This is an optimization exercise on Yosys and OpenROAD, whose aim is small area and a short achievable clock period, not a production implementation. The RTL was checked by simulation tests, not by an equivalence proof against the original design. Power and IR drop assume default switching activity.

==> job 9107: inputs <==
==> flow/design.v <==
module dmem_subword #(
  parameter int ADDR_W         = 8,
  parameter bit CLEAR_ON_RESET = 1'b1
) (
  input  logic              clk_dm,
  input  logic              rst_dm,
  input  logic              mem_req,
  output logic              mem_ready,
  input  logic              mem_we,
  input  logic [1:0]        mem_size,
  input  logic              mem_unsigned,
  input  logic [ADDR_W-1:0] dm_addr,
  input  logic [31:0]       mw_data,
  output logic [31:0]       m_r_data,
  output logic              mem_done,
  output logic              mem_err
);
  localparam int IDX_W = ADDR_W - 2;
  localparam int DEPTH = 2 ** IDX_W;
  localparam int NGRP  = DEPTH / 8;
  logic             ready_reg;       
  logic             ready_out_reg;   
  logic [IDX_W-1:0] clr_cnt_reg;
  logic             clr_last;
  logic             clear_active;
  assign clr_last = (clr_cnt_reg == IDX_W'(DEPTH - 1));
  always_ff @(posedge clk_dm) begin
    if (rst_dm) begin
      ready_reg     <= !CLEAR_ON_RESET;
      ready_out_reg <= !CLEAR_ON_RESET;
      clr_cnt_reg   <= '0;
    end else begin
      if (!ready_reg) clr_cnt_reg <= clr_cnt_reg + 1'b1;
      if (clr_last) ready_reg     <= 1'b1;
      if (clr_last) ready_out_reg <= 1'b1;
    end
  end
  assign mem_ready    = ready_out_reg;
  assign clear_active = !ready_reg;
  logic       accept;
  logic       misaligned;
  logic       sz_byte, sz_half, sz_word;
  logic [3:0] store_be;
  logic [31:0] store_data;
  assign sz_byte = (mem_size == 2'b00);
  assign sz_half = (mem_size == 2'b01);
  assign sz_word = (mem_size == 2'b10);
  assign misaligned = (mem_size == 2'b11)
                   || (sz_half && dm_addr[0])
                   || (sz_word && (dm_addr[1:0] != 2'b00));
  assign accept = mem_req && ready_reg && !rst_dm;
  always_comb begin
    store_be = 4'b0000;
    if (sz_byte)      store_be = 4'b0001 << dm_addr[1:0];
    else if (sz_half) store_be = dm_addr[1] ? 4'b1100 : 4'b0011;
    else if (sz_word) store_be = 4'b1111;
  end
  assign store_data = sz_byte ? {4{mw_data[7:0]}}
                    : sz_half ? {2{mw_data[15:0]}}
                    : mw_data;
  logic [7:0]      lo_rsel, lo_wsel;
  logic [NGRP-1:0] hi_rsel, hi_wsel;
  logic [3:0]      lane_wen;
  logic [31:0]     wr_data;
  always_comb begin
    for (int i = 0; i < 8; i++) begin
      lo_rsel[i] = (dm_addr[4:2] == 3'(i));
      lo_wsel[i] = clear_active || lo_rsel[i];
    end
    for (int g = 0; g < NGRP; g++) begin
      hi_rsel[g] = (dm_addr[ADDR_W-1:5] == (ADDR_W-5)'(g));
      hi_wsel[g] = clear_active || hi_rsel[g];
    end
  end
  assign lane_wen = clear_active ? 4'b1111
                  : ((mem_req && mem_we && !misaligned) ? store_be : 4'b0000);
  assign wr_data  = clear_active ? 32'd0 : store_data;
  logic [31:0] mem [DEPTH];
  generate
    for (genvar w = 0; w < DEPTH; w++) begin : g_word
      for (genvar j = 0; j < 4; j++) begin : g_lane
        logic wen;
        assign wen = hi_wsel[w / 8] && lo_wsel[w % 8] && lane_wen[j];
        always_ff @(posedge clk_dm) begin
          if (wen) mem[w][j*8 +: 8] <= wr_data[j*8 +: 8];
        end
      end
    end
  endgenerate
  logic [31:0] grp_data [NGRP];
  generate
    for (genvar g = 0; g < NGRP; g++) begin : g_rgrp
      for (genvar b = 0; b < 32; b++) begin : g_rbit
        logic [7:0] d;
        for (genvar i = 0; i < 8; i++) begin : g_d
          assign d[i] = mem[g*8 + i][b];
        end
        dmem_ao8 u_ao8 (.s(lo_rsel), .d(d), .y(grp_data[g][b]));
      end
    end
  endgenerate
  logic       rd_ok;
  logic [3:0] lsel0;
  logic [3:0] lsel1;
  logic       wsel;
  logic       sext_b, sext_h;
  assign rd_ok = !misaligned && !rst_dm;
  always_comb begin
    lsel0 = 4'b0000;
    lsel1 = 4'b0000;
    if (sz_byte) lsel0[dm_addr[1:0]] = 1'b1;
    if (sz_half) begin
      lsel0[{dm_addr[1], 1'b0}] = 1'b1;
      lsel1[{dm_addr[1], 1'b1}] = 1'b1;
    end
    if (sz_word) begin
      lsel0[0] = 1'b1;
      lsel1[1] = 1'b1;
    end
    if (!rd_ok) begin
      lsel0 = 4'b0000;
      lsel1 = 4'b0000;
    end
  end
  assign wsel   = sz_word && rd_ok;
  assign sext_b = sz_byte && !mem_unsigned && rd_ok;
  assign sext_h = sz_half && !mem_unsigned && rd_ok;
  logic [4*NGRP-1:0] s0;     
  logic [2*NGRP-1:0] s1;     
  logic [NGRP-1:0]   sw;     
  logic [4*NGRP-1:0] s0x;    
  logic [2*NGRP-1:0] s1x;    
  always_comb begin
    for (int g = 0; g < NGRP; g++) begin
      for (int j = 0; j < 4; j++) begin
        s0[g*4 + j]  = hi_rsel[g] && lsel0[j];
        s0x[g*4 + j] = hi_rsel[g] && lsel0[j] && sext_b;
      end
      s1[g*2 + 0]  = hi_rsel[g] && (sz_word || (sz_half && !dm_addr[1])) && rd_ok;
      s1[g*2 + 1]  = hi_rsel[g] && sz_half && dm_addr[1] && rd_ok;
      s1x[g*2 + 0] = hi_rsel[g] && !dm_addr[1] && sext_h;
      s1x[g*2 + 1] = hi_rsel[g] && dm_addr[1] && sext_h;
      sw[g]        = hi_rsel[g] && wsel;
    end
  end
  logic [31:0] load_data;
  logic        sign_b, sign_u;
  generate
    for (genvar b = 0; b < 8; b++) begin : g_b0
      logic [4*NGRP-1:0] d;
      for (genvar g = 0; g < NGRP; g++) begin : g_g
        for (genvar j = 0; j < 4; j++) begin : g_j
          assign d[g*4 + j] = grp_data[g][j*8 + b];
        end
      end
      dmem_ao32 u_ao (.s(s0), .d(d), .y(load_data[b]));
    end
    for (genvar b = 0; b < 8; b++) begin : g_b1
      logic [2*NGRP-1:0] d;
      for (genvar g = 0; g < NGRP; g++) begin : g_g
        assign d[g*2 + 0] = grp_data[g][8 + b];
        assign d[g*2 + 1] = grp_data[g][24 + b];
      end
      dmem_ao16 u_ao (.s(s1), .d(d), .y(load_data[8 + b]));
    end
    for (genvar b = 16; b < 32; b++) begin : g_bw
      logic [NGRP-1:0] d;
      for (genvar g = 0; g < NGRP; g++) begin : g_g
        assign d[g] = grp_data[g][b];
      end
      dmem_ao8 u_ao (.s(sw), .d(d), .y(load_data[b]));
    end
  endgenerate
  logic [4*NGRP-1:0] sb_d;
  logic [2*NGRP-1:0] sh_d;
  always_comb begin
    for (int g = 0; g < NGRP; g++) begin
      for (int j = 0; j < 4; j++) sb_d[g*4 + j] = grp_data[g][j*8 + 7];
      sh_d[g*2 + 0] = grp_data[g][15];
      sh_d[g*2 + 1] = grp_data[g][31];
    end
  end
  dmem_sign u_sign (.sb(s0x), .db(sb_d), .sh(s1x), .dh(sh_d), .yb(sign_b), .yu(sign_u));
  logic [31:0] m_r_data_reg;
  logic        sign1_reg, sign2_reg, sign3_reg;
  logic        mem_done_reg;
  logic        mem_err_reg;
  logic        rdata_en;
  assign rdata_en = rst_dm || (accept && (misaligned || !mem_we));
  always_ff @(posedge clk_dm) begin
    if (rdata_en) begin
      m_r_data_reg <= load_data;
      sign1_reg    <= sign_b;
      sign2_reg    <= sign_u;
      sign3_reg    <= sign_u;
    end
  end
  always_ff @(posedge clk_dm) begin
    if (rst_dm) begin
      mem_done_reg <= 1'b0;
      mem_err_reg  <= 1'b0;
    end else begin
      mem_done_reg <= accept;
      mem_err_reg  <= accept && misaligned;
    end
  end
  assign m_r_data = {m_r_data_reg[31:24] | {8{sign3_reg}},
                     m_r_data_reg[23:16] | {8{sign2_reg}},
                     m_r_data_reg[15:8]  | {8{sign1_reg}},
                     m_r_data_reg[7:0]};
  assign mem_done = mem_done_reg;
  assign mem_err  = mem_err_reg;
endmodule
module dmem_ao8 (
  input  logic [7:0] s,
  input  logic [7:0] d,
  output logic       y
);
  assign y = |(s & d);
endmodule
module dmem_ao16 (
  input  logic [15:0] s,
  input  logic [15:0] d,
  output logic        y
);
  logic [1:0] h;
  dmem_ao8 u_lo (.s(s[7:0]),  .d(d[7:0]),  .y(h[0]));
  dmem_ao8 u_hi (.s(s[15:8]), .d(d[15:8]), .y(h[1]));
  dmem_or2 u_o  (.a(h[0]), .b(h[1]), .y(y));
endmodule
module dmem_ao32 (
  input  logic [31:0] s,
  input  logic [31:0] d,
  output logic        y
);
  logic [3:0] q;
  logic [1:0] n;
  for (genvar k = 0; k < 4; k++) begin : g_k
    dmem_ao8 u_q (.s(s[8*k +: 8]), .d(d[8*k +: 8]), .y(q[k]));
  end
  dmem_nor2 u_n0 (.a(q[0]), .b(q[1]), .y(n[0]));
  dmem_nor2 u_n1 (.a(q[2]), .b(q[3]), .y(n[1]));
  dmem_nand2 u_o (.a(n[0]), .b(n[1]), .y(y));
endmodule
module dmem_sign (
  input  logic [31:0] sb,
  input  logic [31:0] db,
  input  logic [15:0] sh,
  input  logic [15:0] dh,
  output logic        yb,
  output logic        yu
);
  logic [5:0] q;
  logic [2:0] n;
  for (genvar k = 0; k < 4; k++) begin : g_b
    dmem_ao8 u_q (.s(sb[8*k +: 8]), .d(db[8*k +: 8]), .y(q[k]));
  end
  for (genvar k = 0; k < 2; k++) begin : g_h
    dmem_ao8 u_q (.s(sh[8*k +: 8]), .d(dh[8*k +: 8]), .y(q[4 + k]));
  end
  dmem_nor2  u_n0 (.a(q[0]), .b(q[1]), .y(n[0]));
  dmem_nor2  u_n1 (.a(q[2]), .b(q[3]), .y(n[1]));
  dmem_nor2  u_n2 (.a(q[4]), .b(q[5]), .y(n[2]));
  dmem_nand2 u_ob (.a(n[0]), .b(n[1]), .y(yb));
  dmem_nand3 u_ou (.a(n[0]), .b(n[1]), .c(n[2]), .y(yu));
endmodule
module dmem_or2 (
  input  logic a, b,
  output logic y
);
  assign y = a | b;
endmodule
module dmem_nor2 (
  input  logic a, b,
  output logic y
);
  assign y = ~(a | b);
endmodule
module dmem_nand2 (
  input  logic a, b,
  output logic y
);
  assign y = ~(a & b);
endmodule
module dmem_nand3 (
  input  logic a, b, c,
  output logic y
);
  assign y = ~(a & b & c);
endmodule
==> flow/flow/run.sh <==
#!/bin/bash
# The standard layout, with the port buffers made of plain buf_4 cells instead
# of the delay-type buffers buffer_ports picks by default. The whole make
# output goes to standard.log; ORFS keeps each step's own log under orfs/logs.
set -euo pipefail
bash standard.sh finish "BUFFER_PORTS_ARGS=-buffer_cell sky130_fd_sc_hd__buf_4" > standard.log 2>&1
==> flow/standard.sh <==
#!/bin/bash
# synth_recipe.tcl (not shown) runs the flow's synth.tcl, then flattens the netlist and writes it again
# the make line also repeats each setting of config.mk as NAME=value (left out here)
make -C /OpenROAD-flow-scripts/flow DESIGN_CONFIG=/design/flow/config.mk WORK_HOME=/design/flow/orfs CLKGATE_MAP_FILE= SYNTH_SCRIPT=/design/flow/synth_recipe.tcl "${@:-finish}"
==> flow/config.mk <==
export PLATFORM = sky130hd
export DESIGN_NAME = dmem_subword
export DESIGN_NICKNAME = dmem_subword
export VERILOG_FILES = /design/flow/design.v
export SDC_FILE = /design/flow/constraint.sdc
export NUM_CORES = 4
export LEC_CHECK = 0
export CAP_MARGIN = 20
export CORE_MARGIN = 2
export CORE_UTILIZATION = 55
export SETUP_SLACK_MARGIN = 1.2
export SLEW_MARGIN = 20
export SYNTH_HIERARCHICAL = 1
==> flow/constraint.sdc <==
create_clock -name core_clock -period 3.6 [get_ports {clk_dm}]
set_input_delay 0.7200 -clock core_clock [delete_from_list [all_inputs] [get_ports {clk_dm}]]
set_output_delay 0.7200 -clock core_clock [all_outputs]
set_load 0.01 [all_outputs]
==> job 3266: changes against job 9107 <==
==> flow/run.sh (new file) <==
#!/bin/bash
# synth_recipe.tcl (not shown) runs the flow's synth.tcl, then flattens the netlist and writes it again
# the make line also repeats each setting of config.mk as NAME=value (left out here)
make -C /OpenROAD-flow-scripts/flow DESIGN_CONFIG=/design/flow/config.mk WORK_HOME=/design/flow/orfs CLKGATE_MAP_FILE= SYNTH_SCRIPT=/design/flow/synth_recipe.tcl finish
removed: flow/flow/run.sh
removed: flow/standard.sh
==> comparison <==
- Job 9107 finished clean. Job 3266 completed without violations.
- Against job 3266, the setup slack of job 9107 is worse by 0.0091 ns.
- Of job 3266 and job 9107, job 3266 has the higher critical path depth (gap 1).
- Synthesized cell count is the same in job 3266 and job 9107.
- Cell area: job 9107 is smaller than job 3266 (about 6%).
- Of job 3266 and job 9107, job 3266 has the higher combinational power (gap 25%, measured against job 9107).
- In sequential power, job 3266 and job 9107 hardly differ.
- In job 3266 the global-route usage is higher than in job 9107, by 1.8 points.
- Sequential share of layout area: job 3266 is lower than job 9107 (3.8 points).
- Between job 3266 and job 9107, the lower via count is in job 9107 (gap about 5%, measured against job 9107).
- Against job 3266, the first-iteration DRC count of job 9107 is lower by 9.8%.
==> figures <==
item                                                              job 9107                 job 3266
DRT Pass-1 Iters                                                         7                        6
Actual slew at the worst max-slew pin                              1.30 ns                  1.18 ns
Number of fillers in the final layout                                 9679                     9101
Met1 WL                                                          105000 um                108000 um
Non-Clock Buffer Count                                                 768                     1187
Met3 capacity usage during global routing                            12.6%                    11.0%
Number of nets at the end of the flow                                 5394                     5806
Hold EP                                                          ready_reg           clr_cnt_reg[5]
Largest stage delay on the critical path                           0.42 ns                  0.38 ns
Power Internal                                                    0.0381 W                 0.0390 W
Switching Fraction                                                   20.4%                    20.5%
Largest net degree at the start of global routing                       76                      100
Clock tree cell share of total cell area                             6.65%                    6.58%
Result of the run                                  complete, no violations  complete, no violations
Filler-free cell count of the finished design                         7409                     7823
Maximum fanout along the worst path                                      9                        8
Period Utilization, post-route                                       74.6%                    74.4%
Placer Congestion                                                     1.13                     1.10
Num CTS Buffers                                                        205                      203
Switching power of the nets                                      0.00977 W                 0.0100 W
Multi-input logic portion of the cell area                           17.5%                    17.0%

==> what the ideal ports hide <==
In the flow no input, the clock included, has a driving cell. The finished layouts below were timed again as built, in two steps. Step 1 assumes that a clkbuf_16 drives the clock port and a buf_2 every other input. Step 2 adds t to the input delays and takes it off the output delays; t is the mean of the earliest and latest rising clock arrival at the registers after step 1. Input paths then give back, and output paths get back, about the clock's delay inside the block. Three values: no drivers, after step 1, after step 2; two values: the first two.
| run | shift t [ns] | setup slack, ns | worst slew at a driven data input, ns | pins driven straight from the clock port |
|---|---|---|---|---|
| job 9107 | 0.918 | 0.913 / 0.833 / 0.207 | 0.14 | 1 |
| job 3266 | 0.899 | 0.922 / 0.838 / 0.158 | 0.15 | 1 |
After both steps every run listed still meets setup and hold. For job 3266, which loses most, drivers alone change the setup slack by -0.084 ns; drivers and shift together by -0.764 ns.
